Context: an optimization exercise on an open-source flow, tuned for small area, a short achievable clock period and few clock cycles per item. The choices shown serve that exercise and are no tape-out recipe. At most, simulation tests tie the RTL to the original design; equivalence was not proved. Only the layout flow was run in runs 1 and 2; the RTL was not checked for function there. Power is estimated from default activity; no workload was simulated.

==> flow/design.v (outline; a module is shown in full before it is edited, if it fits) <==
// module alu_core: 129 lines
// module pfx_add: 58 lines
// module alu_unit: 57 lines
// module booth_mul: 116 lines
// module mul_tree: 1018 lines
// module execute: 34 lines
// module execute_top: 101 lines
module execute_top (
    input  logic        clk,
    input  logic        rst,
    input  logic        flush,
    input  logic        alu_issue,
    input  logic [6:0]  alu_op_code,
    input  logic [2:0]  alu_funct3,
    input  logic [6:0]  alu_funct7,
    input  logic [31:0] alu_imm,
    input  logic [31:0] alu_pc,
    input  logic [31:0] alu_rs1,
    input  logic [31:0] alu_rs2,
    input  logic [5:0]  alu_pd,
    input  logic [4:0]  alu_rd,
    input  logic [4:0]  alu_rob,
    input  logic        alu_pred_taken,
    input  logic [31:0] alu_btb_pc_next,
    input  logic        mul_issue,
    input  logic [2:0]  mul_funct3,
    input  logic [31:0] mul_rs1,
    input  logic [31:0] mul_rs2,
    input  logic [5:0]  mul_pd,
    input  logic [4:0]  mul_rd,
    input  logic [4:0]  mul_rob,
    input  logic [31:0] mul_pc,
    output logic        mul_ready,
    output logic        alu_wb_valid,
    output logic [31:0] alu_pv,
    output logic [5:0]  alu_wb_pd,
    output logic [4:0]  alu_wb_rd,
    output logic [31:0] alu_wb_pc,
    output logic [4:0]  alu_wb_rob,
    output logic [31:0] alu_pc_next,
    output logic        alu_update_pc_next,
    output logic        alu_branch_taken,
    output logic        mul_wb_valid,
    output logic [31:0] mul_pv,
    output logic [5:0]  mul_wb_pd,
    output logic [4:0]  mul_wb_rd,
    output logic [31:0] mul_wb_pc,
    output logic [4:0]  mul_wb_rob
);
  // ...
==> flow/flow/run.sh <==
#!/bin/bash
set -o pipefail
export SETUP_SLACK_MARGIN=6
export BUFFER_PORTS_ARGS="-buffer_cell sky130_fd_sc_hd__buf_2"
bash standard.sh > standard.log 2>&1
==> flow/standard.sh <==
#!/bin/bash
# synth_recipe.tcl (not shown) runs the flow's synth.tcl, then flattens the netlist and writes it again
# the make line also repeats each setting of config.mk as NAME=value (left out here)
make -C /OpenROAD-flow-scripts/flow DESIGN_CONFIG=/design/flow/config.mk WORK_HOME=/design/flow/orfs CLKGATE_MAP_FILE= SYNTH_SCRIPT=/design/flow/synth_recipe.tcl "${@:-finish}"
==> flow/config.mk <==
export PLATFORM = sky130hd
export DESIGN_NAME = execute_top
export DESIGN_NICKNAME = execute_top
export VERILOG_FILES = /design/flow/design.v
export SDC_FILE = /design/flow/constraint.sdc
export NUM_CORES = 4
export LEC_CHECK = 0
export ABC_AREA = 1
export CAP_MARGIN = 20
export CORE_MARGIN = 2
export CORE_UTILIZATION = 40
export SLEW_MARGIN = 20
==> flow/constraint.sdc <==
create_clock -name core_clock -period 10.0 [get_ports {clk}]
set_input_delay 2.0000 -clock core_clock [delete_from_list [all_inputs] [get_ports {clk}]]
set_output_delay 2.0000 -clock core_clock [all_outputs]
set_load 0.01 [all_outputs]
==> results.toml, run 1 <==
[status]
outcome = "no timing/DRC/antenna violations"

[worst_setup_path]
critical_path.top_delay_family = "adder cells"
cp-endpoint = "u_execute.u_booth_mul.y2[23]$_DFF_P_"
path_max_fanout = 13
start_kind = "flip-flop"
r2r_start = "u_execute.u_booth_mul.a1[7]$_DFF_P_"

[timing]
drv_slew = 0
finalCritPeriodShare = 0.4118
worst_pin_slew_ps = 1126
setup_tns_ps = 0

[cells_and_area]
nMultiInputCombCells = 4487
dominant_cells = "multi-input combinational cells"
nNonClkBuffers = 634
clockNetworkAreaShare = 0.04396

[clock_network]
cts_max_path_buffers = 3
cts_setup_buffers = 11
clk_pin_slew_ps = 60

[placement]
port_buffers = 500
placed_cell_area_mm2 = 0.05516

[min_path]
min_to = "u_execute.u_booth_mul.tag2[30]$_DFF_P_"
hold_depth = 0

[pwr]
combPwrFrac = 0.619
switching_share = 0.4952

[die]
die_height_um = 362.4
core_area_mm2 = 0.1275
rows = 131

[global_routing]
use_met2 = 0.5288

[drt]
highest_layer = "met5"
==> run 2: changes to the inputs <==
--- a/flow/config.mk
+++ b/flow/config.mk
@@ -11,2 +11,2 @@
 export CORE_UTILIZATION = 40
-export SLEW_MARGIN = 20
+export SLEW_MARGIN = 60
==> run 2 against run 1 <==
Combinational power hardly changed. Clock skew grew 1.8 ps. Worst setup slack better by 130 ps. Still clean. Hold slack got worse by 29 ps. Final cell count down 0.15%. Synthesized cell count did not move. Register-to-register slack improved by 130 ps. Highest routed layer unchanged. Largest cell class unchanged. Critical endpoint is now u_execute.u_booth_mul.y2[35]$_DFF_P_. Wire length fell by 0.69%.
==> results.toml, run 2 <==
[logic_synthesis]
yosysTopAreaCell = "dfxtp_1"
syn-cell-area_mm2 = 0.05138
yosysMostFrequentCell = "nand2_1"
synth_nets = 7450
ys_async_sr_fraction = 0
synth_edf_count = 0
ys_ff_latch = 630
yosysUniqueCellTypes = 57
synth-main-ff-cell = "dfxtp_1"
yosys.area.top_type_share = 0.2455
syn_inst = 6405
seq_area_frac_synth = 0.2455
synth_area_leaders = "dfxtp_1, fa_1, ha_1"
yosys_warnings = 7
syn_area_per_cell_um2 = 8.021
synth_commonest_cells = "nand2_1, inv_1, dfxtp_1, xor2_1, nand3_1"

[cells_and_area]
layout_common_cells = "nand2_1, inv_1, dfxtp_1, buf_2, xor2_1"
final_common_cell = "nand2_1"
reg.largest.list = "u_execute.u_booth_mul.x2 (62), u_execute.u_booth_mul.y2 (62), u_execute.u_booth_mul.z2 (57)"
nets = 7721
areaGrowthSynthToFinish_pct = 15.19
fin_area_mm2 = 0.05918
fillCellCount = 12660
drive_gt1_frac = 0.1618

[timing]
period_minus_slack_ps = 3987
max_freq_mhz = 250.8
fin_skew_ps = 49.43
finalCritPeriodShare = 0.3987
drv_slew = 0
setup_tns_ps = 0
rsz0062_at_grt = "no"
max_slew_margin = 0.5251
setup_violations = 0
worst_pin_slew_ps = 712.3
hold_viol = 0

[placement]
dp_hpwl_mm = 167.3
routabilityCongestion = 0.9997
placed_cell_area_mm2 = 0.05556
port_buffers = 500

[global_routing]
overflow = 0
grt_pass1_wl_mm = 326.0
antenna_found_initial = 26
grt_max_degree = 60
grt_use_total = 0.3354
grt_pass1_vias = 47750

[drt]
viasPerCell = 5.891
wl_per_cell_um = 27.06
ant_nets = 0
drt-total-wl_mm = 227.8
drt_pre_antenna_iters = 9
drtIter0Drc = 6224
via_count = 49590
drc = 0

[worst_setup_path]
crit_arrival_ps = 4480
worstPathRequired_ps = 10500
cp.buffers_inverters = 3
path_max_fanout = 16
path_common_cell = "fa_1"
end_kind = "flip-flop"
max_stage_delay_ps = 540
path_cells = "inv_2 > buf_4 > o22ai_1 > a221oi_1 > xor2_1 > fa_1 > fa_1 > inv_1 > fa_1 > fa_1"
slowest_stage = "fa_1"
critical_path.top_delay_family = "adder cells"
start_kind = "flip-flop"
critical_path_class = "flip-flop to flip-flop"

[pwr]
ir_drop_mv = 0.2862
power.density_mw_per_mm2 = 296.4
p_leak_nw = 27.47

[clock_network]
cts_max_path_buffers = 3
cts_tree = "yes"
holdBufCountCts = 0
htreeDepth = 3
numCtsBuffers = 76
clk_latency_ps = 700
cts_sinks = 630
cts_root_buf = "clkbuf_16"
clk_pin_slew_ps = 60

[die]
core_area_mm2 = 0.1275
ioPinCount = 511
die_width_um = 362.4
die_height_um = 362.4
rows = 131
die_area_mm2 = 0.1313
initial_core_util = 0.4029

[status]
outcome = "no timing/DRC/antenna violations"

[min_path]
hp-class = "flip-flop to flip-flop"

[job]
cap_violations = 0
==> run 2: changes by cell type in the layout (fill, tap and decap cells not counted), sizes merged, moves of 4 or more <==
cell,delta
buf,-9
bufinv,+4
clkbuf,-6
clkinv,+4
clkinvlp,-36
diode,+10
dlymetal6s2s,+4
inv,+17
==> run 2: kinds of logic (layout without fill, tap and decap cells) <==
kind of cell,count (synthesis),count (layout),share of synthesized area
buffers and inverters,1293,1621,0.09673
AND/OR/NAND/NOR,1951,1955,0.1671
flip-flops,630,630,0.2455
other,1,19,0.00007299
AO/OA/AOI/OAI,1269,1269,0.1698
XOR/XNOR,528,528,0.09028
adder cells (fa/ha/maj),731,731,0.2300
multiplexers,2,2,0.0003897
==> run 2: worst paths after layout <==
kind | startpoint | end | slack (ps) | cells past startpoint
min | u_execute.u_booth_mul.tag2[37]$_DFF_P_ | u_execute.u_booth_mul.tag3[37]$_DFF_P_ | 290 | 0
max | u_execute.u_booth_mul.m1_1[7]$_DFF_P_ | u_execute.u_booth_mul.y2[35]$_DFF_P_ | 6010 | 10
max reg2reg | u_execute.u_booth_mul.m1_1[7]$_DFF_P_ | u_execute.u_booth_mul.y2[35]$_DFF_P_ | 6010 | 10
min reg2reg | u_execute.u_booth_mul.tag2[37]$_DFF_P_ | u_execute.u_booth_mul.tag3[37]$_DFF_P_ | 290 | 0
==> run 2: layout make-up <==
type | count | area [um^2] | area share
Multi-Input combinational cell | 4486 | 34690 | 0.5862
Sequential cell | 630 | 12710 | 0.2148
Tap cell | 1662 | 2079 | 0.03514
Clock inverter | 45 | 636.9 | 0.01076
Clock buffer | 94 | 2090 | 0.03531
Timing Repair Buffer | 624 | 3636 | 0.06144
Inverter | 858 | 3292 | 0.05562
Antenna cell | 18 | 45.04 | 0.0007611
==> run 2: per-layer routing <==
layer  up-vias  track usage  wire length (um)
met5         -            0               146
met4        10       0.1761             15380
met3       791       0.1164             27940
met2      3155       0.5275             99400
met1     23410       0.4031             84940
li1      22230            -                 -
==> run 2: per-stage QoR <==
step / util / power, W / hold WS (ps) / std cells / setup WS [ps]
3_5_place_dp: 0.4357 / 0.01432 / 312.1 / 8233 / 4365
5_1_grt: 0.4638 / 0.01868 / 280.2 / 8401 / 6000
3_3_place_gp: 0.4325 / 0.01394 / 309.7 / 8227 / 4252
2_1_floorplan: - / 0.009439 / 309.6 / 6405 / 5514
6_report: 0.4641 / 0.01754 / 289.7 / 8417 / 6013
4_1_cts: 0.4591 / 0.01738 / 276.0 / 8380 / 6000
==> run 2: timing repair <==
action	CTS	global route
cloned	2	4
endpoints found under the hold margin	0	0
setup endpoints to repair	82	105
buffers inserted	6	11
resized for setup	43	86
pin swaps	10	14
==> run 2: power breakdown <==
group          leakage [nW]  switching (W)  internal (W)
clock network          1.32        0.00125       0.00171
registers              5.30       0.000516       0.00322
logic                  20.8        0.00685       0.00400
==> module alu_core, before the edit <==
module alu_core (
    input  exec_pkg::issue_entry_t  entry,
    output logic [32-1:0]   pv_a,
    output logic [32-1:0]   pv_b,
    output logic [32-1:0]   pc_next,
    output logic                    update_pc_next,
    output logic                    branch_taken
);
    localparam int XL = 32;
    logic [6:0]    op;
    logic [2:0]    f3;
    logic          f7_5;
    logic [XL-1:0] a, rs2, imm, pc, btb, b;
    assign op   = entry.op_code;
    assign f3   = entry.funct3;
    assign f7_5 = entry.funct7[5];
    assign imm  = entry.imm;
    assign pc   = entry.pc;
    assign btb  = entry.btb_pc_next;
    assign a    = entry.rs1_v;
    assign rs2  = entry.rs2_v;
    logic is_br, is_jal, is_jalr, is_lui, is_auipc, is_alu, is_op, use_rs2;
    assign is_br    = op[6] & ~op[2];
    assign is_jal   = op[6] & op[3];
    assign is_jalr  = op[6] & op[2] & ~op[3];
    assign is_lui   = ~op[6] & op[2] & op[5];
    assign is_auipc = ~op[6] & op[2] & ~op[5];
    assign is_alu   = ~op[6] & ~op[2];
    assign is_op    = ~op[6] & ~op[2] & op[5];
    assign use_rs2  = op[5] & ~op[2];
    assign b = use_rs2 ? rs2 : imm;
    logic [XL-1:0] rr, ri, pc_imm, pc_4;
    logic          rr_co, ri_co, pi_co;
    pfx_add #(.W(XL)) u_rr (
        .a (a), .b (rs2 ^ {XL{f7_5}}), .cin (f7_5), .s (rr), .cout (rr_co)
    );
    pfx_add #(.W(XL)) u_ri (
        .a (a), .b (imm), .cin (1'b0), .s (ri), .cout (ri_co)
    );
    pfx_add #(.W(XL)) u_pi (
        .a (pc), .b (imm), .cin (1'b0), .s (pc_imm), .cout (pi_co)
    );
    assign pc_4 = {pc[XL-1:2] + 1'b1, pc[1:0]};
    logic [XL-1:0] c_rr_s, c_ri_s;
    logic          c_rr_co, c_ri_co;
    pfx_add #(.W(XL)) u_c_rr (
        .a (a), .b (~rs2), .cin (1'b1), .s (c_rr_s), .cout (c_rr_co)
    );
    pfx_add #(.W(XL)) u_c_ri (
        .a (a), .b (~imm), .cin (1'b1), .s (c_ri_s), .cout (c_ri_co)
    );
    logic ltu_rr, lt_rr, ltu_ri, lt_ri, eq_rr;
    assign ltu_rr = ~c_rr_co;
    assign lt_rr  = (a[XL-1] ^ rs2[XL-1]) ? a[XL-1] : ltu_rr;
    assign ltu_ri = ~c_ri_co;
    assign lt_ri  = (a[XL-1] ^ imm[XL-1]) ? a[XL-1] : ltu_ri;
    assign eq_rr  = (a == rs2);
    logic          left, fill;
    logic [4:0]    shamt;
    logic [XL-1:0] sh_in, sh_out, sh_res;
    logic [2*XL-1:0] sh_wide;
    assign left  = ~f3[2];
    assign fill  = ~left & f7_5 & a[XL-1];
    assign shamt = use_rs2 ? rs2[4:0] : imm[4:0];
    always_comb begin
        for (int i = 0; i < XL; i++) begin
            sh_in[i] = left ? a[XL-1-i] : a[i];
        end
    end
    assign sh_wide = {{XL{fill}}, sh_in} >> shamt;
    assign sh_out  = sh_wide[XL-1:0];
    always_comb begin
        for (int i = 0; i < XL; i++) begin
            sh_res[i] = left ? sh_out[XL-1-i] : sh_out[i];
        end
    end
    logic [XL-1:0] need_i, gen_i, prop_i;
    logic          eq_imm, eq_4;
    assign prop_i = pc ^ imm;
    assign gen_i  = pc & imm;
    assign need_i = prop_i ^ btb;
    always_comb begin
        eq_imm = ~need_i[0];
        for (int i = 1; i < XL; i++) begin
            eq_imm = eq_imm & (need_i[i] == (gen_i[i-1] | (need_i[i-1] & prop_i[i-1])));
        end
    end
    assign eq_4 = (btb == pc_4);
    logic taken, redirect;
    always_comb begin
        case (f3)
            3'b000:  taken = eq_rr;
            3'b001:  taken = ~eq_rr;
            3'b100:  taken = lt_rr;
            3'b101:  taken = ~lt_rr;
            3'b110:  taken = ltu_rr;
            default: taken = ~ltu_rr;
        endcase
    end
    assign redirect = taken ? (~entry.pred_taken | ~eq_imm) : (entry.pred_taken | ~eq_4);
    logic sel_pc4, sel_pi, sel_rr, sel_ri, sel_lui, sel_b;
    assign sel_pc4 = op[6] & op[2];
    assign sel_pi  = is_auipc;
    assign sel_rr  = is_op & (f3 == 3'b000);
    assign sel_ri  = is_alu & ~op[5] & (f3 == 3'b000);
    assign sel_lui = is_lui;
    assign sel_b   = is_alu & (f3 != 3'b000);
    assign pv_a = ({XL{sel_pc4}} & pc_4) | ({XL{sel_pi}} & pc_imm)
                | ({XL{sel_rr}} & rr) | ({XL{sel_ri}} & ri);
    logic [XL-1:0] alu_b;
    always_comb begin
        case (f3)
            3'b010:  alu_b = {{(XL-1){1'b0}}, use_rs2 ? lt_rr : lt_ri};
            3'b011:  alu_b = {{(XL-1){1'b0}}, use_rs2 ? ltu_rr : ltu_ri};
            3'b100:  alu_b = a ^ b;
            3'b110:  alu_b = a | b;
            3'b111:  alu_b = a & b;
            default: alu_b = sh_res;
        endcase
    end
    assign pv_b = ({XL{sel_lui}} & imm) | ({XL{sel_b}} & alu_b);
    logic br_redir;
    assign br_redir = is_br & redirect;
    assign pc_next  = ({XL{is_jal | (br_redir & taken)}} & pc_imm)
                    | ({XL{is_jalr}} & {ri[XL-1:1], 1'b0})
                    | ({XL{br_redir & ~taken}} & pc_4);
    assign update_pc_next = is_jalr | br_redir;
    assign branch_taken   = is_br & taken;
endmodule
==> run 3: changes to the inputs <==
--- a/flow/design.v
+++ b/flow/design.v
@@ -86,3 +86,3 @@
     assign rs2  = entry.rs2_v;
-    logic is_br, is_jal, is_jalr, is_lui, is_auipc, is_alu, is_op, use_rs2;
+    logic is_br, is_jal, is_jalr, is_lui, is_auipc, is_alu, is_op;
     assign is_br    = op[6] & ~op[2];
@@ -94,4 +94,3 @@
     assign is_op    = ~op[6] & ~op[2] & op[5];
-    assign use_rs2  = op[5] & ~op[2];
-    assign b = use_rs2 ? rs2 : imm;
+    assign b = op[5] ? rs2 : imm;
     logic [XL-1:0] rr, ri, pc_imm, pc_4;
@@ -128,3 +127,3 @@
     assign fill  = ~left & f7_5 & a[XL-1];
-    assign shamt = use_rs2 ? rs2[4:0] : imm[4:0];
+    assign shamt = op[5] ? rs2[4:0] : imm[4:0];
     always_comb begin
@@ -177,4 +176,4 @@
         case (f3)
-            3'b010:  alu_b = {{(XL-1){1'b0}}, use_rs2 ? lt_rr : lt_ri};
-            3'b011:  alu_b = {{(XL-1){1'b0}}, use_rs2 ? ltu_rr : ltu_ri};
+            3'b010:  alu_b = {{(XL-1){1'b0}}, op[5] ? lt_rr : lt_ri};
+            3'b011:  alu_b = {{(XL-1){1'b0}}, op[5] ? ltu_rr : ltu_ri};
             3'b100:  alu_b = a ^ b;
--- a/flow/config.mk
+++ b/flow/config.mk
@@ -11,2 +11,4 @@
 export CORE_UTILIZATION = 40
+export CTS_BUF_LIST = sky130_fd_sc_hd__clkbuf_8
+export CTS_CLUSTER_SIZE = 25
 export SLEW_MARGIN = 60
==> run 3 against run 2 <==
Critical endpoint is now u_execute.u_alu_unit.pvb_q[18]$_DFF_P_. Still clean. Maximum frequency increased by 0.30%. Sequential share of layout area is 0.34 points higher. Largest power group unchanged. Final cell count shrank 0.48%. Worst setup slack better by 12 ps. Flip-flop and latch count did not move. Power decreased by 3.7%. Critical path type is now input pin to flip-flop. Highest routed layer unchanged. Via count up 0.34%. Die area down 0.67%. Clock skew up 31 ps. Wire length increased by 1.8%.
==> results.toml, run 3 <==
[timing]
finalCritPeriodShare = 0.3975
max_slew_margin = 0.5555
fin_skew_ps = 79.96
max_freq_mhz = 251.6
period_minus_slack_ps = 3975
setup_violations = 0
setup_tns_ps = 0
worst_pin_slew_ps = 659.8
drv_slew = 0
rsz0062_at_grt = "yes"
hold_viol = 0

[drt]
via_count = 49760
wl_met1_mm = 88.47
drt_pre_antenna_iters = 10
wl_per_cell_um = 27.68
drc = 0
dr_wl_met3_mm = 26.96
drtIter0Drc = 6083
drt-total-wl_mm = 231.8
viasPerCell = 5.940
ant_nets = 0
highest_layer = "met5"
met2_length_mm = 101.9

[logic_synthesis]
synth_commonest_cells = "nand2_1, inv_1, dfxtp_1, xor2_1, nand3_1"
ys_async_sr_fraction = 0
yosysMostFrequentCell = "nand2_1"
syn_inst = 6304
yosys.area.top_type_share = 0.2472
seq_area_frac_synth = 0.2472
syn-cell-area_mm2 = 0.05103
synth_nets = 7349
synth-main-ff-cell = "dfxtp_1"
yosys_warnings = 7
ys_ff_latch = 630
yosysUniqueCellTypes = 59
synth_area_leaders = "dfxtp_1, fa_1, ha_1"
syn_area_per_cell_um2 = 8.094
yosysTopAreaCell = "dfxtp_1"
synth_edf_count = 0

[worst_setup_path]
critical_path.top_delay_family = "buffers and inverters"
cp.buffers_inverters = 5
worstPathRequired_ps = 10680
start_kind = "input pin"
crit_arrival_ps = 4660
r2r_start = "u_execute.u_booth_mul.m1_1[0]$_DFF_P_"
crit_start = "alu_op_code[5]"
path_max_fanout = 53
path_cells = "buf_4 > buf_6 > o21ai_4 > buf_4 > nor2_1 > buf_4 > clkinvlp_4 > nand3_1 > nand3_1 > nand3_1 > o21ai_0"
end_kind = "flip-flop"
slowest_stage = "buf_6"
max_stage_delay_ps = 420
critical_path_class = "input pin to flip-flop"

[global_routing]
antenna_found_initial = 31
grt_use_total = 0.3422
grt_pass1_vias = 47260
overflow = 0
grt_pass1_wl_mm = 327.9
grt_max_degree = 102

[pwr]
power.density_mw_per_mm2 = 290.0
p_leak_nw = 27.11
ir_drop_mv = 0.2572
power.total_w = 0.01690

[cells_and_area]
final_common_cell = "nand2_1"
reg.largest.list = "u_execute.u_booth_mul.x2 (62), u_execute.u_booth_mul.y2 (62), u_execute.u_booth_mul.z2 (57)"
areaGrowthSynthToFinish_pct = 14.20
ff_latch_area_mm2 = 0.01272
nets = 7661
drive_gt1_frac = 0.1657
multi_input_area_mm2 = 0.03407
fillCellCount = 12570
layout_common_cells = "nand2_1, inv_1, dfxtp_1, buf_2, xor2_1"

[placement]
dp_hpwl_mm = 172.1
port_buffers = 500
routabilityCongestion = 1.042

[die]
core_area_mm2 = 0.1270
die_height_um = 361.2
ioPinCount = 511
die_area_mm2 = 0.1304
die_width_um = 361.2
initial_core_util = 0.4017
rows = 131

[min_path]
hp-class = "flip-flop to flip-flop"
holdCritStartpoint = "u_execute.u_booth_mul.tag2[47]$_DFF_P_"

[clock_network]
htreeDepth = 3
cts_sinks = 630
clk_pin_slew_ps = 60
holdBufCountCts = 0
cts_tree = "yes"
numCtsBuffers = 108
cts_root_buf = "clkbuf_8"
clk_latency_ps = 860
cts_max_path_buffers = 3

[status]
outcome = "no timing/DRC/antenna violations"

[job]
cap_violations = 0
==> run 3: cell count changes after synthesis, sizes merged, moves of 11 or more <==
cell   before  now
nor2      244  225
nand3     448  429
a21oi     159  176
o21ai     210  259
inv       855  844
nand2    1016  909
==> run 3: worst register-to-register path, stage by stage (launching register included) <==
cell	delay (ps)
dfxtp_1	420
inv_1	90
buf_4	430
o22ai_1	200
a221oi_1	340
xor2_1	250
fa_1	470
fa_1	670
inv_1	100
fa_1	400
fa_1	430
==> run 3: per-stage QoR <==
stage	util	setup WS [ps]	cells	hold WS, ps	cell area, um^2
after floorplan	-	5528	6304	309.6	51290
after global placement	0.4322	4155	8132	309.8	54900
after detailed placement	0.4352	4832	8145	312.1	55280
after CTS	0.4556	6014	8346	297.8	57870
after global routing	0.4586	5920	8371	310.5	58260
final	0.4587	6025	8377	306.5	58270
==> run 3: path summary, 6_finish.rpt <==
path	slack (ps)	endpoint	cells past startpoint
setup / recovery	6020	u_execute.u_alu_unit.pvb_q[18]$_DFF_P_	11
hold reg to reg	310	u_execute.u_booth_mul.tag3[47]$_DFF_P_	0
hold / removal	310	u_execute.u_booth_mul.tag3[47]$_DFF_P_	0
setup reg to reg	6110	u_execute.u_booth_mul.y2[32]$_DFF_P_	10
==> run 3: repair_timing <==
item / CTS / global route
pin swaps: 2 / 5
setup endpoints to repair: 52 / 85
resized for setup: 11 / 40
buffers inserted: 3 / 15
cloned: 1 / 3
==> run 3: per-layer routing <==
metal / up-vias / track usage
met1: 23790 / 0.4203
met5: - / 0.006289
met3: 793 / 0.1128
li1: 22040 / -
met4: 20 / 0.1632
met2: 3115 / 0.5393
==> run 3: cell families (layout without fill, tap and decap cells) <==
logic type / after synthesis / count (layout) / synth area share
xor gates and xnor gates: 529 / 529 / 0.09107
and+or+nand+nor: 1810 / 1811 / 0.1584
buffers and inverters: 1281 / 1679 / 0.09605
other: 1 / 13 / 0.00007349
muxes: 5 / 5 / 0.0009809
adders and majority gates: 731 / 731 / 0.2316
DFF: 630 / 630 / 0.2472
AOI/OAI and AO/OA: 1317 / 1317 / 0.1747
==> run 3: final cells by class <==
class,count,area share
Timing Repair Buffer,634,0.06246
Clock inverter,60,0.01052
Inverter,848,0.05557
Sequential cell,630,0.2182
Multi-Input combinational cell,4394,0.5847
Antenna cell,12,0.0005153
Tap cell,1662,0.03569
Clock buffer,137,0.03236
==> run 3: report_power, final <==
group	internal (W)	leakage, nW	total (W)	switching (W)
registers	0.00322	5.30	0.00373	0.000517
logic	0.00390	20.4	0.0105	0.00661
clock network	0.00149	1.37	0.00265	0.00116
Testbench counts of run 3, summed over its fixed seeds: cycles 536, muls 512.
==> run 4: changes to the inputs <==
--- a/flow/config.mk
+++ b/flow/config.mk
@@ -14 +14,2 @@
 export SLEW_MARGIN = 60
+export TNS_END_PERCENT = 10
==> run 4 against run 3 <==
First-iteration DRC count up 1.1%. Global-route usage down 3.1 points. Clock skew up 43 ps. Count of clock-buffer cells in the layout down 1. Critical path type unchanged. Largest power group unchanged. Highest routed layer unchanged.
==> results.toml, run 4 <==
[status]
outcome = "no timing/DRC/antenna violations"

[cells_and_area]
reg.largest.list = "u_execute.u_booth_mul.x2 (62), u_execute.u_booth_mul.y2 (62), u_execute.u_booth_mul.z2 (57)"
drive_gt1_frac = 0.1577
ff_latch_area_mm2 = 0.01270
nets = 7642
fin_area_mm2 = 0.05779
areaGrowthSynthToFinish_pct = 13.25
final_common_cell = "nand2_1"
multi_input_area_mm2 = 0.03385
layout_common_cells = "nand2_1, inv_1, dfxtp_1, buf_2, xor2_1"
fillCellCount = 12590

[worst_setup_path]
reg2reg_depth = 10
critical_path_class = "input pin to flip-flop"
cp.buffers_inverters = 2
path_max_fanout = 34
start_kind = "input pin"
worstPathRequired_ps = 10720
end_kind = "flip-flop"
rr_endpoint = "u_execute.u_booth_mul.y2[30]$_DFF_P_"
critical_path.top_delay_family = "simple AND/OR/NAND/NOR gates"
crit_arrival_ps = 4790
crit_start = "alu_rs1[22]"
max_stage_delay_ps = 350
r2r_start = "u_execute.u_booth_mul.m1_1[1]$_DFF_P_"
r2r_setup_slack_ps = 5980
path_common_cell = "nand2_1"
slowest_stage = "a21oi_1"
path_cells = "buf_2 > ha_1 > nand2_1 > nor2_1 > nor2_1 > nand2_1 > a21oi_1 > nand4_1 > nand3_1 > nand3_1 > nor2_2 > buf_12 > nand3_1 > nand2_1 > nand2_1"

[logic_synthesis]
yosysTopAreaCell = "dfxtp_1"
syn-cell-area_mm2 = 0.05103
synth_area_leaders = "dfxtp_1, fa_1, ha_1"
ys_async_sr_fraction = 0
syn_inst = 6304
syn_area_per_cell_um2 = 8.094
synth-main-ff-cell = "dfxtp_1"
yosysMostFrequentCell = "nand2_1"
yosys_warnings = 7
yosysUniqueCellTypes = 59
yosys.area.top_type_share = 0.2472
ys_ff_latch = 630
synth_nets = 7349
synth_edf_count = 0
synth_commonest_cells = "nand2_1, inv_1, dfxtp_1, xor2_1, nand3_1"
seq_area_frac_synth = 0.2472

[clock_network]
clk_latency_ps = 920
cts_max_path_buffers = 3
clk_pin_slew_ps = 60
holdBufCountCts = 0
cts_tree = "yes"
numCtsBuffers = 111
cts_root_buf = "clkbuf_8"
htreeDepth = 3
cts_sinks = 630

[timing]
finalCritPeriodShare = 0.4077
setup_tns_ps = 0
max_freq_mhz = 245.3
rsz0062_at_grt = "yes"
max_slew_margin = 0.5620
period_minus_slack_ps = 4077
fin_skew_ps = 123.1
setup_violations = 0
drv_slew = 0
worst_pin_slew_ps = 656.1
hold_viol = 0

[global_routing]
grt_max_degree = 74
overflow = 0
grt_pass1_wl_mm = 306.6
antenna_found_initial = 18
grt_pass1_vias = 47700
grt_use_total = 0.3115

[die]
rows = 131
die_width_um = 361.2
core_area_mm2 = 0.1270
die_area_mm2 = 0.1304
die_height_um = 361.2
ioPinCount = 511
initial_core_util = 0.4017

[drt]
viasPerCell = 5.891
drtIter0Drc = 6152
drt_pre_antenna_iters = 15
wl_per_cell_um = 25.11
drc = 0
drt-total-wl_mm = 210.0
via_count = 49270
ant_nets = 0

[placement]
dp_hpwl_mm = 154.5
placed_cell_area_mm2 = 0.05505
port_buffers = 500
routabilityCongestion = 1.065

[job]
cap_violations = 0

[pwr]
p_leak_nw = 26.96
power.density_mw_per_mm2 = 285.4
ir_drop_mv = 0.2495

[min_path]
min_to = "u_execute.u_booth_mul.tag2[10]$_DFF_P_"
hp-class = "flip-flop to flip-flop"
holdCritStartpoint = "u_execute.u_booth_mul.tag1[10]$_DFF_P_"
hold_depth = 0
==> run 4: cell count changes in the layout (fill, tap and decap cells not counted), moves of 7 or more <==
cell and change:
diode_2 +7, o21ai_0 +8, nand2_1 +7, xor2_1 +10, xor2_2 -12, buf_4 -17
==> run 4: logic make-up (layout without fill, tap and decap cells) <==
family / Yosys count / after routing / synth area share
adder cells (fa/ha/maj): 731 / 731 / 0.2316
AO/OA/AOI/OAI: 1317 / 1317 / 0.1747
multiplexers: 5 / 5 / 0.0009809
flip-flops: 630 / 630 / 0.2472
buffers and inverters: 1281 / 1659 / 0.09605
XOR/XNOR: 529 / 529 / 0.09107
other: 1 / 20 / 0.00007349
AND/OR/NAND/NOR: 1810 / 1810 / 0.1584
==> run 4: per-stage QoR <==
stage	setup slack [ps]	total power [W]	util	instances	hold slack, ps
2_1_floorplan	5528	0.009406	-	6304	309.6
3_3_place_gp	4480	0.01344	0.4305	8127	309.9
3_5_place_dp	4556	0.01370	0.4334	8138	312.1
4_1_cts	5890	0.01635	0.4527	8337	311.4
5_1_grt	5866	0.01761	0.4546	8347	309.6
6_report	5923	0.01649	0.4549	8363	298.2
==> run 4: final cells by class <==
type,count,share of cell area
Clock buffer,136,0.03239
Inverter,848,0.05569
Tap cell,1662,0.03598
Sequential cell,630,0.2198
Antenna cell,19,0.0008228
Clock inverter,62,0.009353
Timing Repair Buffer,613,0.06028
Multi-Input combinational cell,4393,0.5857
==> run 4: power breakdown <==
group          switching [W]  internal, W  total [W]
Combinational        0.00636      0.00383     0.0102
Sequential          0.000482      0.00322    0.00370
Clock                0.00122      0.00138    0.00260
==> run 4: worst max path at each step <==
stage	end	cells past startpoint	slack, ps
floorplan	u_execute.u_alu_unit.pva_q[16]$_DFF_P_	14	5530
global placement	u_execute.u_alu_unit.pcn_q[5]$_DFF_P_	17	4480
detailed placement	u_execute.u_alu_unit.pcn_q[18]$_DFF_P_	18	4560
CTS	u_execute.u_alu_unit.pvb_q[4]$_DFF_P_	15	5890
global route	u_execute.u_alu_unit.pva_q[16]$_DFF_P_	16	5870
finish	u_execute.u_alu_unit.update_q$_DFF_P_	15	5920
==> run 4: what timing repair did <==
| item | CTS | global route |
|---|---|---|
| setup buffers | 1 | 4 |
| gates resized for setup | 5 | 33 |
| pin swaps | 1 | 1 |
| gates cloned | 0 | 2 |
| setup endpoints to repair | 49 | 93 |
==> run 4: metal layers <==
metal,global-route usage,up-vias,share of wire
met1,0.3718,22940,0.38
met4,0.1877,20,0.076
met5,0.003700,-,0.00072
li1,-,22020,-
met2,0.4765,3325,0.42
met3,0.1156,968,0.13
==> run 5: changes to the inputs <==
--- a/flow/config.mk
+++ b/flow/config.mk
@@ -14,2 +14,2 @@
 export SLEW_MARGIN = 60
-export TNS_END_PERCENT = 10
+export TNS_END_PERCENT = 30
==> run 5 against run 4 <==
Still clean on timing, DRC and antenna. Hold slack gained 9.1 ps. Flip-flop and latch count is the same. Die area stayed put. Clock power down 2%. Count of clock-buffer cells in the layout decreased by 3. Sequential power about the same. Non-clock buffer count is 20 higher. Design area grew 0.62%. Maximum frequency is 1.6% higher. Critical path type is now flip-flop to flip-flop. Largest cell class unchanged. Largest power group unchanged.
==> results.toml, run 5 <==
[placement]
dp_hpwl_mm = 162.1
port_buffers = 500
routabilityCongestion = 1.022
dp_cells = 8140

[logic_synthesis]
synth_commonest_cells = "nand2_1, inv_1, dfxtp_1, xor2_1, nand3_1"
yosys.area.top_type_share = 0.2472
ys_async_sr_fraction = 0
syn_area_per_cell_um2 = 8.094
synth-main-ff-cell = "dfxtp_1"
yosysUniqueCellTypes = 59
ys_ff_latch = 630
synth_nets = 7349
syn-cell-area_mm2 = 0.05103
synth_edf_count = 0
yosysTopAreaCell = "dfxtp_1"
seq_area_frac_synth = 0.2472
yosysMostFrequentCell = "nand2_1"
synth_area_leaders = "dfxtp_1, fa_1, ha_1"
yosys_warnings = 7
syn_inst = 6304

[worst_setup_path]
max_stage_delay_ps = 680
critical_path_class = "flip-flop to flip-flop"
crit_start = "u_execute.u_booth_mul.m1_1[1]$_DFF_P_"
crit_arrival_ps = 4680
critical_path.top_delay_family = "adder cells"
r2r_start = "u_execute.u_booth_mul.m1_1[1]$_DFF_P_"
worstPathRequired_ps = 10660
path_max_fanout = 32
path_common_cell = "fa_1"
path_cells = "inv_1 > buf_6 > o22ai_1 > a221oi_1 > xor2_1 > fa_1 > fa_1 > inv_1 > fa_1 > fa_1"
end_kind = "flip-flop"
start_kind = "flip-flop"
slowest_stage = "fa_1"
cp.buffers_inverters = 3

[clock_network]
clk_pin_slew_ps = 60
cts_root_buf = "clkbuf_8"
htreeDepth = 3
numCtsBuffers = 107
clk_latency_ps = 860
cts_sinks = 630
cts_tree = "yes"
cts_max_path_buffers = 3

[pwr]
ir_drop_mv = 0.3040
intPower_w = 0.008539
clkPwrFrac = 0.151
switching_share = 0.4948
power.total_w = 0.01690
switchingPower_w = 0.008362
power.density_mw_per_mm2 = 290.7
combPwrFrac = 0.629
seq_power_share = 0.220
p_leak_nw = 27.07

[cells_and_area]
areaGrowthSynthToFinish_pct = 13.95
drive_gt1_frac = 0.1646
ff_latch_area_mm2 = 0.01270
multi_input_area_mm2 = 0.03399
final_cells = 8368
fillCellCount = 12680
reg.largest.list = "u_execute.u_booth_mul.x2 (62), u_execute.u_booth_mul.y2 (62), u_execute.u_booth_mul.z2 (57)"
final_common_cell = "nand2_1"
nets = 7659
layout_common_cells = "nand2_1, inv_1, dfxtp_1, buf_2, xor2_1"

[drt]
drtIter0Drc = 6631
drt_pre_antenna_iters = 9
viasPerCell = 5.894
drt-total-wl_mm = 221.1
drc = 0
via_count = 49320
wl_per_cell_um = 26.42
ant_nets = 0

[global_routing]
grt_pass1_vias = 47300
grt_use_total = 0.3266
antenna_found_initial = 21
grt_pass1_wl_mm = 317.3
overflow = 0
grt_max_degree = 73

[die]
rows = 131
die_area_mm2 = 0.1304
core_area_mm2 = 0.1270
die_height_um = 361.2
ioPinCount = 511
initial_core_util = 0.4017
die_width_um = 361.2

[job]
cap_violations = 0

[timing]
max_freq_mhz = 249.1
fin_skew_ps = 79.68
hold_viol = 0
drv_slew = 0
setup_violations = 0
max_slew_margin = 0.5864
worst_pin_slew_ps = 620.4
setup_tns_ps = 0
rsz0062_at_grt = "yes"
finalCritPeriodShare = 0.4014
hold_ws_ps = 307.3
period_minus_slack_ps = 4014

[min_path]
holdCritStartpoint = "u_execute.u_booth_mul.tag2[5]$_DFF_P_"
hp-class = "flip-flop to flip-flop"

[status]
outcome = "no timing/DRC/antenna violations"
[run 5: cell counts after synthesis]
No cell type changed its count.
[run 5: repair_timing]
item	in CTS	in global routing
hold buffers	0	0
cloned	0	5
endpoints found under the setup margin	82	112
pin swaps	1	9
buffers inserted	2	20
gates resized for setup	18	65
endpoints found under the hold margin	0	0
[run 5: per-stage QoR]
step | utilization | setup WS (ps) | cell area [um^2]
2_1_floorplan | - | 5528 | 51100
3_3_place_gp | 0.4304 | 4366 | 54680
3_5_place_dp | 0.4340 | 4469 | 55140
4_1_cts | 0.4535 | 5900 | 57610
5_1_grt | 0.4576 | 5898 | 58130
6_report | 0.4577 | 5986 | 58140
[run 5: power by group through the flow]
stage	Sequential, W	Clock (W)	Combinational [W]
after global placement	0.00370	0	0.0100
final	0.00372	0.00256	0.0106
after detailed placement	0.00373	0	0.0104
after floorplan	0.00352	0	0.00588
after CTS	0.00367	0.00262	0.0104
after global routing	0.00374	0.00272	0.0116
[run 5: cell families (layout without fill, tap and decap cells)]
group                    Yosys count  after routing  synth area share
AND/OR/NAND/NOR                 1810           1811            0.1584
AO/OA/AOI/OAI                   1317           1317            0.1747
buffers and inverters           1281           1676           0.09605
adder cells (fa/ha/maj)          731            731            0.2316
flip-flops                       630            630            0.2472
XOR/XNOR                         529            529           0.09107
multiplexers                       5              5         0.0009809
other                              1              7        0.00007349
[run 5: worst paths after layout]
check,slack [ps],endpoint,cells after the start
worst max-delay path,5990,u_execute.u_booth_mul.y2[32]$_DFF_P_,10
worst min register to register,310,u_execute.u_booth_mul.tag3[5]$_DFF_P_,0
worst min-delay path,310,u_execute.u_booth_mul.tag3[5]$_DFF_P_,0
worst max register to register,5990,u_execute.u_booth_mul.y2[32]$_DFF_P_,10
[run 5: layout make-up]
type | instances | share of cell area
Multi-Input combinational cell | 4394 | 0.5846
Sequential cell | 630 | 0.2185
Timing Repair Buffer | 633 | 0.06441
Inverter | 848 | 0.05554
Tap cell | 1662 | 0.03576
Clock buffer | 133 | 0.03148
Clock inverter | 62 | 0.009468
Antenna cell | 6 | 0.0002582
[run 5: metal layers]
layer | up-vias | global-route usage | routed length [um]
li1 | 22030 | - | -
met1 | 23190 | 0.3941 | 83480
met2 | 3198 | 0.5143 | 96700
met3 | 881 | 0.1103 | 26180
met4 | 22 | 0.1720 | 14550
met5 | - | 0.001850 | 166
==> run 6: changes to the inputs <==
--- a/flow/config.mk
+++ b/flow/config.mk
@@ -13,2 +13,3 @@
 export CTS_CLUSTER_SIZE = 25
+export PLACE_DENSITY = 0.72
 export SLEW_MARGIN = 60
==> run 6 against run 5 <==
Core utilization decreased by 0.39 points. Flip-flop and latch count unchanged. Via count increased by 3.5%.
==> results.toml, run 6 <==
[placement]
routabilityCongestion = 1.064
placed_cell_area_mm2 = 0.05497
port_buffers = 500
dp_hpwl_mm = 160.8

[timing]
rsz0062_at_grt = "yes"
max_slew_margin = 0.5554
hold_viol = 0
max_freq_mhz = 248.4
setup_tns_ps = 0
drv_slew = 0
worst_pin_slew_ps = 666.0
finalCritPeriodShare = 0.4026
fin_skew_ps = 40.25
period_minus_slack_ps = 4026
setup_violations = 0

[logic_synthesis]
ys_ff_latch = 630
yosysTopAreaCell = "dfxtp_1"
ys_async_sr_fraction = 0
synth_commonest_cells = "nand2_1, inv_1, dfxtp_1, xor2_1, nand3_1"
syn-cell-area_mm2 = 0.05103
syn_area_per_cell_um2 = 8.094
synth-simple-area-share = 0.1584
syn_inst = 6304
synth_edf_count = 0
synthXorXnorAreaFrac = 0.09107
synth-main-ff-cell = "dfxtp_1"
seq_area_frac_synth = 0.2472
yosys.area.top_type_share = 0.2472
synth_nets = 7349
yosys_warnings = 7
synth_top_family_by_area = "adder cells"
synth_compound_area_frac = 0.1747
synth_area_leaders = "dfxtp_1, fa_1, ha_1"
synthMuxAreaShare = 0.0009808
yosysMostFrequentCell = "nand2_1"
synthAdderAreaFrac = 0.2316
yosysUniqueCellTypes = 59

[die]
ioPinCount = 511
die_width_um = 361.2
die_area_mm2 = 0.1304
initial_core_util = 0.4017
rows = 131
core_area_mm2 = 0.1270
die_height_um = 361.2

[drt]
drc = 0
drt-total-wl_mm = 220.2
wl_per_cell_um = 26.36
drtIter0Drc = 8401
drt_pre_antenna_iters = 13
via_count = 51030
ant_nets = 0
viasPerCell = 6.107

[global_routing]
grt_pass1_wl_mm = 317.4
grt_max_degree = 59
grt_pass1_vias = 48810
grt_use_total = 0.3250
antenna_found_initial = 33
overflow = 0

[clock_network]
numCtsBuffers = 103
clk_latency_ps = 780
cts_sinks = 630
cts_tree = "yes"
holdBufCountCts = 0
cts_root_buf = "clkbuf_8"
clk_pin_slew_ps = 60
cts_max_path_buffers = 3
htreeDepth = 3

[cells_and_area]
reg.largest.list = "u_execute.u_booth_mul.x2 (62), u_execute.u_booth_mul.y2 (62), u_execute.u_booth_mul.z2 (57)"
fin_area_mm2 = 0.05765
fillCellCount = 12440
areaGrowthSynthToFinish_pct = 12.97
final_common_cell = "nand2_1"
layout_common_cells = "nand2_1, inv_1, dfxtp_1, buf_2, xor2_1"
nets = 7639
drive_gt1_frac = 0.1573

[worst_setup_path]
rr_endpoint = "u_execute.u_booth_mul.y2[35]$_DFF_P_"
cp.buffers_inverters = 3
start_kind = "flip-flop"
critical_path.top_delay_family = "adder cells"
critical_path_class = "flip-flop to flip-flop"
r2r_setup_slack_ps = 5970
worstPathRequired_ps = 10630
slowest_stage = "fa_1"
r2r_start = "u_execute.u_booth_mul.m1_1[7]$_DFF_P_"
crit_arrival_ps = 4650
path_max_fanout = 20
path_cells = "inv_1 > buf_4 > o22ai_1 > a221oi_1 > xor2_1 > fa_1 > fa_1 > inv_1 > fa_1 > fa_1"
end_kind = "flip-flop"
max_stage_delay_ps = 510
reg2reg_depth = 10
path_common_cell = "fa_1"

[pwr]
ir_drop_mv = 0.3027
p_leak_nw = 26.90
power.total_w = 0.01657
power.density_mw_per_mm2 = 287.5

[min_path]
holdCritStartpoint = "u_execute.u_booth_mul.tag2[3]$_DFF_P_"
min_to = "u_execute.u_booth_mul.tag3[3]$_DFF_P_"
hold_depth = 0
hp-class = "flip-flop to flip-flop"

[job]
cap_violations = 0

[status]
outcome = "no timing/DRC/antenna violations"
run 6: per-stage QoR:
stage                     cells  utilization  worst slack (ps)  hold slack (ps)
after global placement     8127       0.4305              4637            309.7
after floorplan            6304            -              5528            309.6
after CTS                  8328       0.4510              5954            282.3
final                      8356       0.4538              5974            291.0
after detailed placement   8133       0.4327              4781            312.1
after global routing       8340       0.4535              5946            301.9
run 6: what timing repair did:
item / 4_1_cts / 5_1_grt
buffers inserted: 6 / 9
pin swaps: 2 / 5
cloned: 1 / 0
resized for setup: 12 / 43
endpoints found under the setup margin: 74 / 100
run 6: routing by layer:
metal	track usage	up-vias	routed length, um
li1	-	22020	-
met1	0.3944	23810	80580
met2	0.4810	4029	89870
met3	0.1253	1154	30760
met4	0.2029	22	18610
met5	0.01517	-	413
run 6: cells by family (layout without fill, tap and decap cells):
group	Yosys count	count (layout)
buffers and inverters	1281	1653
xor gates and xnor gates	529	529
other	1	18
adders and majority gates	731	731
and+or+nand+nor	1810	1811
DFF	630	630
muxes	5	5
AOI/OAI and AO/OA	1317	1317
run 6: worst max path at each step:
| stage | start | to | slack, ps | depth (start not counted) |
|---|---|---|---|---|
| 2_1_floorplan | alu_funct7[5] | u_execute.u_alu_unit.pva_q[16]$_DFF_P_ | 5530 | 14 |
| 6_report | u_execute.u_booth_mul.m1_1[7]$_DFF_P_ | u_execute.u_booth_mul.y2[35]$_DFF_P_ | 5970 | 10 |
| 3_3_place_gp | alu_funct7[5] | u_execute.u_alu_unit.pva_q[28]$_DFF_P_ | 4640 | 13 |
| 3_5_place_dp | mul_rs1[0] | u_execute.u_booth_mul.a3_1[31]$_DFF_P_ | 4780 | 16 |
| 4_1_cts | alu_imm[4] | u_execute.u_alu_unit.pva_q[15]$_DFF_P_ | 5950 | 14 |
| 5_1_grt | u_execute.u_booth_mul.x2[20]$_DFF_P_ | u_execute.u_booth_mul.pv3[30]$_DFF_P_ | 5950 | 19 |
run 6: report_power, final:
group / switching, W / internal [W]
clock network: 0.00110 / 0.00130
registers: 0.000559 / 0.00322
logic: 0.00653 / 0.00386
total: 0.00819 / 0.00838
run 6: cell type report:
| cell class | count | area (um^2) | area share |
|---|---|---|---|
| antenna | 17 | 42.54 | 0.0007380 |
| clock inverter | 65 | 499.2 | 0.008660 |
| multi-input combinational | 4394 | 33910 | 0.5882 |
| clock buffer | 123 | 1693 | 0.02937 |
| timing repair buffer | 617 | 3501 | 0.06073 |
| inverter | 848 | 3213 | 0.05574 |
| tap | 1662 | 2079 | 0.03607 |
| sequential | 630 | 12710 | 0.2205 |
==> run 7: changes to the inputs <==
--- a/flow/config.mk
+++ b/flow/config.mk
@@ -13,4 +13,3 @@
 export CTS_CLUSTER_SIZE = 25
-export PLACE_DENSITY = 0.72
-export SLEW_MARGIN = 60
+export SLEW_MARGIN = 75
 export TNS_END_PERCENT = 30
==> run 7 against run 6 <==
Maximum frequency increased by 0.58%. Sequential power is 2% lower. Critical path depth grew 1. Still clean. Flip-flop and latch count unchanged.
==> results.toml, run 7 <==
[global_routing]
grt_pass1_vias = 48200
grt_pass1_wl_mm = 318.5
overflow = 0
antenna_found_initial = 28
grt_max_degree = 54
grt_use_total = 0.3269

[timing]
finalCritPeriodShare = 0.4003
hold_viol = 0
setup_tns_ps = 0
rsz0062_at_grt = "yes"
setup_violations = 0
hold_ws_ps = 299.9
drv_slew = 0
fin_skew_ps = 92.21
period_minus_slack_ps = 4003
max_freq_mhz = 249.8

[pwr]
power.total_w = 0.01741
ir_drop_mv = 0.2930
p_leak_nw = 27.62
power.density_mw_per_mm2 = 290.1

[drt]
wl_per_cell_um = 26.01
ant_nets = 0
drt-total-wl_mm = 219.2
via_count = 49480
drc = 0
viasPerCell = 5.871
drt_pre_antenna_iters = 13
drtIter0Drc = 6276

[clock_network]
cts_tree = "yes"
cts_sinks = 630
cts_root_buf = "clkbuf_8"
numCtsBuffers = 109
htreeDepth = 3
clk_latency_ps = 870
clk_pin_slew_ps = 60
cts_max_path_buffers = 3

[cells_and_area]
ff_latch_area_mm2 = 0.01284
drive_gt1_frac = 0.1796
areaGrowthSynthToFinish_pct = 17.64
final_cells = 8427
nets = 7716
fillCellCount = 12390
multi_input_area_mm2 = 0.03480
layout_common_cells = "nand2_1, inv_1, dfxtp_1, buf_2, xor2_1"
reg.largest.list = "u_execute.u_booth_mul.x2 (62), u_execute.u_booth_mul.y2 (62), u_execute.u_booth_mul.z2 (57)"
final_common_cell = "nand2_1"

[logic_synthesis]
synth-main-ff-cell = "dfxtp_1"
ys_ff_latch = 630
synth_commonest_cells = "nand2_1, inv_1, dfxtp_1, xor2_1, nand3_1"
syn_area_per_cell_um2 = 8.094
yosys_warnings = 7
syn_inst = 6304
seq_area_frac_synth = 0.2472
yosys.area.top_type_share = 0.2472
yosysMostFrequentCell = "nand2_1"
yosysTopAreaCell = "dfxtp_1"
syn-cell-area_mm2 = 0.05103
synth_nets = 7349
synth_area_leaders = "dfxtp_1, fa_1, ha_1"
synth_edf_count = 0
yosysUniqueCellTypes = 59
ys_async_sr_fraction = 0

[worst_setup_path]
critical_path_class = "flip-flop to flip-flop"
reg2reg_depth = 11
crit_arrival_ps = 4750
path_max_fanout = 21
path_cells = "inv_2 > buf_4 > o22ai_1 > a221oi_1 > clkdlybuf4s50_1 > xor2_1 > fa_1 > inv_1 > fa_1 > inv_1 > fa_1"
worstPathRequired_ps = 10740
path_common_cell = "fa_1"
r2r_setup_slack_ps = 6000
end_kind = "flip-flop"
slowest_stage = "clkdlybuf4s50_1"
max_stage_delay_ps = 590
start_kind = "flip-flop"

[die]
die_height_um = 361.2
rows = 131
ioPinCount = 511
initial_core_util = 0.4017
die_width_um = 361.2
core_area_mm2 = 0.1270
die_area_mm2 = 0.1304

[min_path]
hp-class = "flip-flop to flip-flop"
hold_depth = 0

[placement]
dp_hpwl_mm = 163.4
port_buffers = 500
routabilityCongestion = 1.022
dp_cells = 8198

[job]
cap_violations = 0

[status]
outcome = "no timing/DRC/antenna violations"
## run 7: changes by cell type in the layout (fill, tap and decap cells not counted), sizes merged, moves of 3 or more
cell / before / now
diode: 17 / 10
clkinv: 26 / 32
clkdlybuf4s25: 0 / 4
inv: 877 / 865
buf: 611 / 636
clkbuf: 126 / 150
clkinvlp: 3 / 6
clkdlybuf4s50: 0 / 30
## run 7: where the power goes
part	total (W)	switching (W)	internal, W
combinational	0.0111	0.00686	0.00426
sequential	0.00372	0.000498	0.00322
clock	0.00258	0.00117	0.00141
total	0.0174	0.00853	0.00888
## run 7: timing repair
| item | CTS | global route |
|---|---|---|
| hold buffers | 0 | 0 |
| setup buffers | 1 | 10 |
| pin swaps | 0 | 6 |
| cloned | 0 | 1 |
| endpoints found under the setup margin | 33 | 89 |
| gates resized for setup | 6 | 70 |
## run 7: area by class of cell
type | instances | area share
clock buffers | 133 | 0.03050
multi-input cells | 4393 | 0.5797
flip-flops and latches | 630 | 0.2139
repair buffers | 689 | 0.07552
well taps | 1662 | 0.03464
inverters | 848 | 0.05572
diodes | 10 | 0.0004169
clock inverters | 62 | 0.009568
## run 7: kinds of logic (layout without fill, tap and decap cells)
group / Yosys count / after routing / share of synthesized area
and+or+nand+nor: 1810 / 1810 / 0.1584
buffers and inverters: 1281 / 1732 / 0.09605
adders and majority gates: 731 / 731 / 0.2316
AOI/OAI and AO/OA: 1317 / 1317 / 0.1747
muxes: 5 / 5 / 0.0009809
xor gates and xnor gates: 529 / 529 / 0.09107
DFF: 630 / 630 / 0.2472
other: 1 / 11 / 0.00007349
## run 7: path summary, 6_finish.rpt
kind,start,to
worst max-delay path,u_execute.u_booth_mul.m1_1[8]$_DFF_P_,u_execute.u_booth_mul.y2[37]$_DFF_P_
worst min-delay path,u_execute.u_booth_mul.tag1[15]$_DFF_P_,u_execute.u_booth_mul.tag2[15]$_DFF_P_
worst max register to register,u_execute.u_booth_mul.m1_1[8]$_DFF_P_,u_execute.u_booth_mul.y2[37]$_DFF_P_
worst min register to register,u_execute.u_booth_mul.tag1[15]$_DFF_P_,u_execute.u_booth_mul.tag2[15]$_DFF_P_
## run 7: layer usage
metal  track usage  share of wire
met5             0        0.00041
met4        0.1909          0.073
met1        0.3901           0.38
met3        0.1116           0.12
met2        0.5107           0.43
## run 7: worst max-delay path: cells and delay by family (launching register included)
| kind | cells | cell delay [ps] |
|---|---|---|
| xor gates and xnor gates | 1 | 90 |
| adders and majority gates | 3 | 1530 |
| buffers and inverters | 5 | 1390 |
| DFF | 1 | 430 |
| AOI/OAI and AO/OA | 2 | 430 |
## run 7: per-stage QoR
| step | setup slack [ps] | area, um^2 | utilization |
|---|---|---|---|
| global placement | 4366 | 54680 | 0.4304 |
| detailed placement | 4895 | 56830 | 0.4474 |
| CTS | 5951 | 59270 | 0.4666 |
| global route | 5947 | 60010 | 0.4724 |
| floorplan | 5528 | 51100 | - |
| finish | 5997 | 60020 | 0.4725 |
==> run 8: changes to the inputs <==
==> flow/flow/run.sh (replaced) <==
#!/bin/bash
set -o pipefail
export SETUP_SLACK_MARGIN=6.1
export BUFFER_PORTS_ARGS="-buffer_cell sky130_fd_sc_hd__buf_2"
bash standard.sh > standard.log 2>&1
--- a/flow/config.mk
+++ b/flow/config.mk
@@ -13,3 +13,3 @@
 export CTS_CLUSTER_SIZE = 25
-export SLEW_MARGIN = 75
+export SLEW_MARGIN = 60
 export TNS_END_PERCENT = 30
==> run 8 against run 7 <==
Synthesized cell count stayed put. Maximum frequency is 0.16% higher. Clock power increased by 4%. Critical path depth grew 2. Sequential power shrank 1%. Non-clock buffer count fell by 43. Flip-flop and latch count unchanged. Via count up 0.59%. Area after synthesis unchanged. Sequential share of layout area grew 0.37 points. Critical path type is now input pin to flip-flop. Register-to-register slack improved by 20 ps.
==> results.toml, run 8 <==
[logic_synthesis]
synth_area_leaders = "dfxtp_1, fa_1, ha_1"
synth_edf_count = 0
synthAdderAreaFrac = 0.2316
synthXorXnorAreaFrac = 0.09107
seq_area_frac_synth = 0.2472
syn-cell-area_mm2 = 0.05103
synthMuxAreaShare = 0.0009808
synth_commonest_cells = "nand2_1, inv_1, dfxtp_1, xor2_1, nand3_1"
synth_compound_area_frac = 0.1747
yosys.area.top_type_share = 0.2472
synth_nets = 7349
syn_inst = 6304
yosys_warnings = 7
yosysMostFrequentCell = "nand2_1"
yosysTopAreaCell = "dfxtp_1"
ys_async_sr_fraction = 0
syn_area_per_cell_um2 = 8.094
yosysUniqueCellTypes = 59
synth-main-ff-cell = "dfxtp_1"
synth-simple-area-share = 0.1584
synth_top_family_by_area = "adder cells"
ys_ff_latch = 630

[worst_setup_path]
start_kind = "input pin"
end_kind = "flip-flop"
r2r_start = "u_execute.u_booth_mul.neg1[4]$_DFF_P_"
critical_path_class = "input pin to flip-flop"
reg2reg_depth = 10
critical_path.top_delay_family = "compound AO/OA/AOI/OAI gates"
max_stage_delay_ps = 410
crit_arrival_ps = 4700
r2r_setup_slack_ps = 6020
path_max_fanout = 7
cp.buffers_inverters = 2
rr_endpoint = "u_execute.u_booth_mul.y2[41]$_DFF_P_"
slowest_stage = "fa_2"
worstPathRequired_ps = 10700
path_cells = "clkbuf_4 > buf_12 > xor2_1 > ha_1 > a21o_1 > a221oi_2 > o21ai_4 > nand3_1 > nand2_4 > fa_2 > or2_4 > nand3_2 > o2111ai_1"

[clock_network]
cts_root_buf = "clkbuf_8"
cts_max_path_buffers = 3
clk_latency_ps = 840
cts_sinks = 630
numCtsBuffers = 108
clk_pin_slew_ps = 60
cts_tree = "yes"
holdBufCountCts = 0
htreeDepth = 3

[global_routing]
antenna_found_initial = 33
grt_pass1_vias = 47120
grt_use_total = 0.3345
grt_pass1_wl_mm = 322.1
grt_max_degree = 102
overflow = 0

[placement]
routabilityCongestion = 1.012
dp_hpwl_mm = 168.9
port_buffers = 500

[pwr]
ir_drop_mv = 0.2270
power.density_mw_per_mm2 = 288.1
p_leak_nw = 27.22
power.total_w = 0.01681

[timing]
finalCritPeriodShare = 0.3996
setup_tns_ps = 0
setup_violations = 0
max_slew_margin = 0.5574
fin_skew_ps = 67.69
hold_viol = 0
max_freq_mhz = 250.2
rsz0062_at_grt = "yes"
drv_slew = 0
period_minus_slack_ps = 3996
worst_pin_slew_ps = 657.0

[cells_and_area]
nets = 7672
reg.largest.list = "u_execute.u_booth_mul.x2 (62), u_execute.u_booth_mul.y2 (62), u_execute.u_booth_mul.z2 (57)"
layout_common_cells = "nand2_1, inv_1, dfxtp_1, buf_2, xor2_1"
areaGrowthSynthToFinish_pct = 14.34
drive_gt1_frac = 0.1653
fillCellCount = 12720
final_common_cell = "nand2_1"

[min_path]
hp-class = "flip-flop to flip-flop"
min_to = "u_execute.u_booth_mul.tag3[43]$_DFF_P_"
holdCritStartpoint = "u_execute.u_booth_mul.tag2[43]$_DFF_P_"
hold_depth = 0

[drt]
via_count = 49770
wl_per_cell_um = 27.10
drc = 0
ant_nets = 0
drtIter0Drc = 5843
drt-total-wl_mm = 227.1
drt_pre_antenna_iters = 11
viasPerCell = 5.937

[die]
rows = 131
ioPinCount = 511
die_width_um = 361.2
die_area_mm2 = 0.1304
core_area_mm2 = 0.1270
initial_core_util = 0.4017
die_height_um = 361.2

[status]
outcome = "no timing/DRC/antenna violations"

[job]
cap_violations = 0
run 8: cell count changes in the layout (fill, tap and decap cells not counted), moves of 24 or more:
cell / previous run / this run
buf_4: 54 / 114
dfxtp_4: 56 / 4
a221oi_1: 318 / 349
dfxtp_2: 15 / 54
a221oi_2: 28 / 4
clkdlybuf4s50_1: 30 / 0
run 8: metal layers:
metal / GRT usage / wire [um] / vias to the layer above
li1: - / - / 22050
met1: 0.4125 / 87570 / 23580
met2: 0.5186 / 97900 / 3265
met3: 0.1074 / 25490 / 858
met4: 0.1802 / 16050 / 14
met5: 0 / 105 / -
run 8: worst reg2reg max path: cells and delay by family, from the launching register on:
kind / cells / cell delay, ps
adders and majority gates: 4 / 1980
DFF: 1 / 300
xor gates and xnor gates: 1 / 230
buffers and inverters: 5 / 1350
run 8: report_power, final:
group          total (W)  internal, W  switching (W)
Combinational     0.0105      0.00390        0.00656
Clock            0.00268      0.00152        0.00115
Sequential       0.00368      0.00321       0.000467
Total             0.0168      0.00863        0.00818
run 8: cell families after synthesis:
group / after synthesis
compound gates: 1317
mux: 5
fa+ha+maj: 731
flops: 630
xor+xnor: 529
simple gates: 1810
other cells: 1
buf+inv: 1281
run 8: stage by stage:
stage	area, um^2	setup slack (ps)	util	instances	hold slack (ps)
2_1_floorplan	51110	5528	-	6304	309.6
3_3_place_gp	54750	4126	0.4310	8137	309.5
3_5_place_dp	55070	4726	0.4335	8146	312.1
4_1_cts	57690	5993	0.4542	8344	317.3
5_1_grt	58320	5997	0.4591	8374	315.4
6_report	58340	6004	0.4593	8382	316.7
run 8: final cells by class:
type | count | area, um^2 | share of cell area
diodes | 10 | 25.02 | 0.0004289
clock buffers | 132 | 1817 | 0.03114
clock inverters | 61 | 675.6 | 0.01158
inverters | 848 | 3246 | 0.05563
multi-input cells | 4393 | 33960 | 0.5820
flip-flops and latches | 630 | 12690 | 0.2176
well taps | 1662 | 2079 | 0.03564
repair buffers | 646 | 3847 | 0.06595
run 8: what timing repair did:
action,CTS,global route
endpoints found under the setup margin,74,120
pin swaps,3,11
buffers inserted,5,20
gates cloned,0,4
gates resized for setup,20,86
run 8: how the worst max path moves through the flow:
stage / from / to / slack [ps] / cells after the start
2_1_floorplan: alu_funct7[5] / u_execute.u_alu_unit.pva_q[16]$_DFF_P_ / 5530 / 14
3_3_place_gp: alu_funct3[2] / u_execute.u_alu_unit.pvb_q[5]$_DFF_P_ / 4130 / 11
3_5_place_dp: alu_funct3[2] / u_execute.u_alu_unit.pcn_q[18]$_DFF_P_ / 4730 / 16
4_1_cts: alu_imm[0] / u_execute.u_alu_unit.pvb_q[22]$_DFF_P_ / 5990 / 15
5_1_grt: alu_funct7[5] / u_execute.u_alu_unit.pva_q[28]$_DFF_P_ / 6000 / 15
6_report: alu_funct7[5] / u_execute.u_alu_unit.pva_q[16]$_DFF_P_ / 6000 / 13

==> re-timing with driven ports <==
Ports are ideal in the flow. The routed layouts listed here were re-timed in OpenROAD. Step 1 (the two cells are an assumption about what drives the block):
set clk [get_ports {clk}]
set_driving_cell -lib_cell sky130_fd_sc_hd__clkbuf_16 $clk
set_driving_cell -lib_cell sky130_fd_sc_hd__buf_2 [delete_from_list [all_inputs] $clk]
Step 2 times the ports against the registers' clock, not the clock port: input delays grow and output delays shrink by t, the midpoint of the rising clock arrivals with the driver on. Three values: ideal, step 1, step 2; two values: the first two.
run | t, ns | setup WS [ns] | worst hold slack (ns) | worst setup path at the end
run 1 | 0.763 | 5.882 / 5.882 / 5.260 | 0.318 / 0.318 / 0.318 | input to register
run 2 | 0.770 | 6.013 / 6.013 / 5.267 | 0.290 / 0.290 / 0.290 | input to register
run 3 | 0.897 | 6.025 / 5.961 / 5.063 | 0.307 / 0.307 / 0.307 | input to register
run 4 | 0.937 | 5.923 / 5.925 / 4.988 | 0.298 / 0.298 / 0.298 | input to register
run 5 | 0.896 | 5.986 / 5.986 / 5.206 | 0.307 / 0.307 / 0.307 | input to register
run 6 | 0.845 | 5.974 / 5.974 / 5.198 | 0.291 / 0.291 / 0.291 | input to register
run 7 | 0.901 | 5.997 / 5.990 / 5.089 | 0.300 / 0.300 / 0.300 | input to register
run 8 | 0.905 | 6.004 / 6.025 / 5.152 | 0.317 / 0.317 / 0.317 | input to register
After both steps setup and hold are still met in every run listed. The setup slack of run 3, which loses most, moves by -0.064 ns with the drivers and by -0.962 ns with both steps.
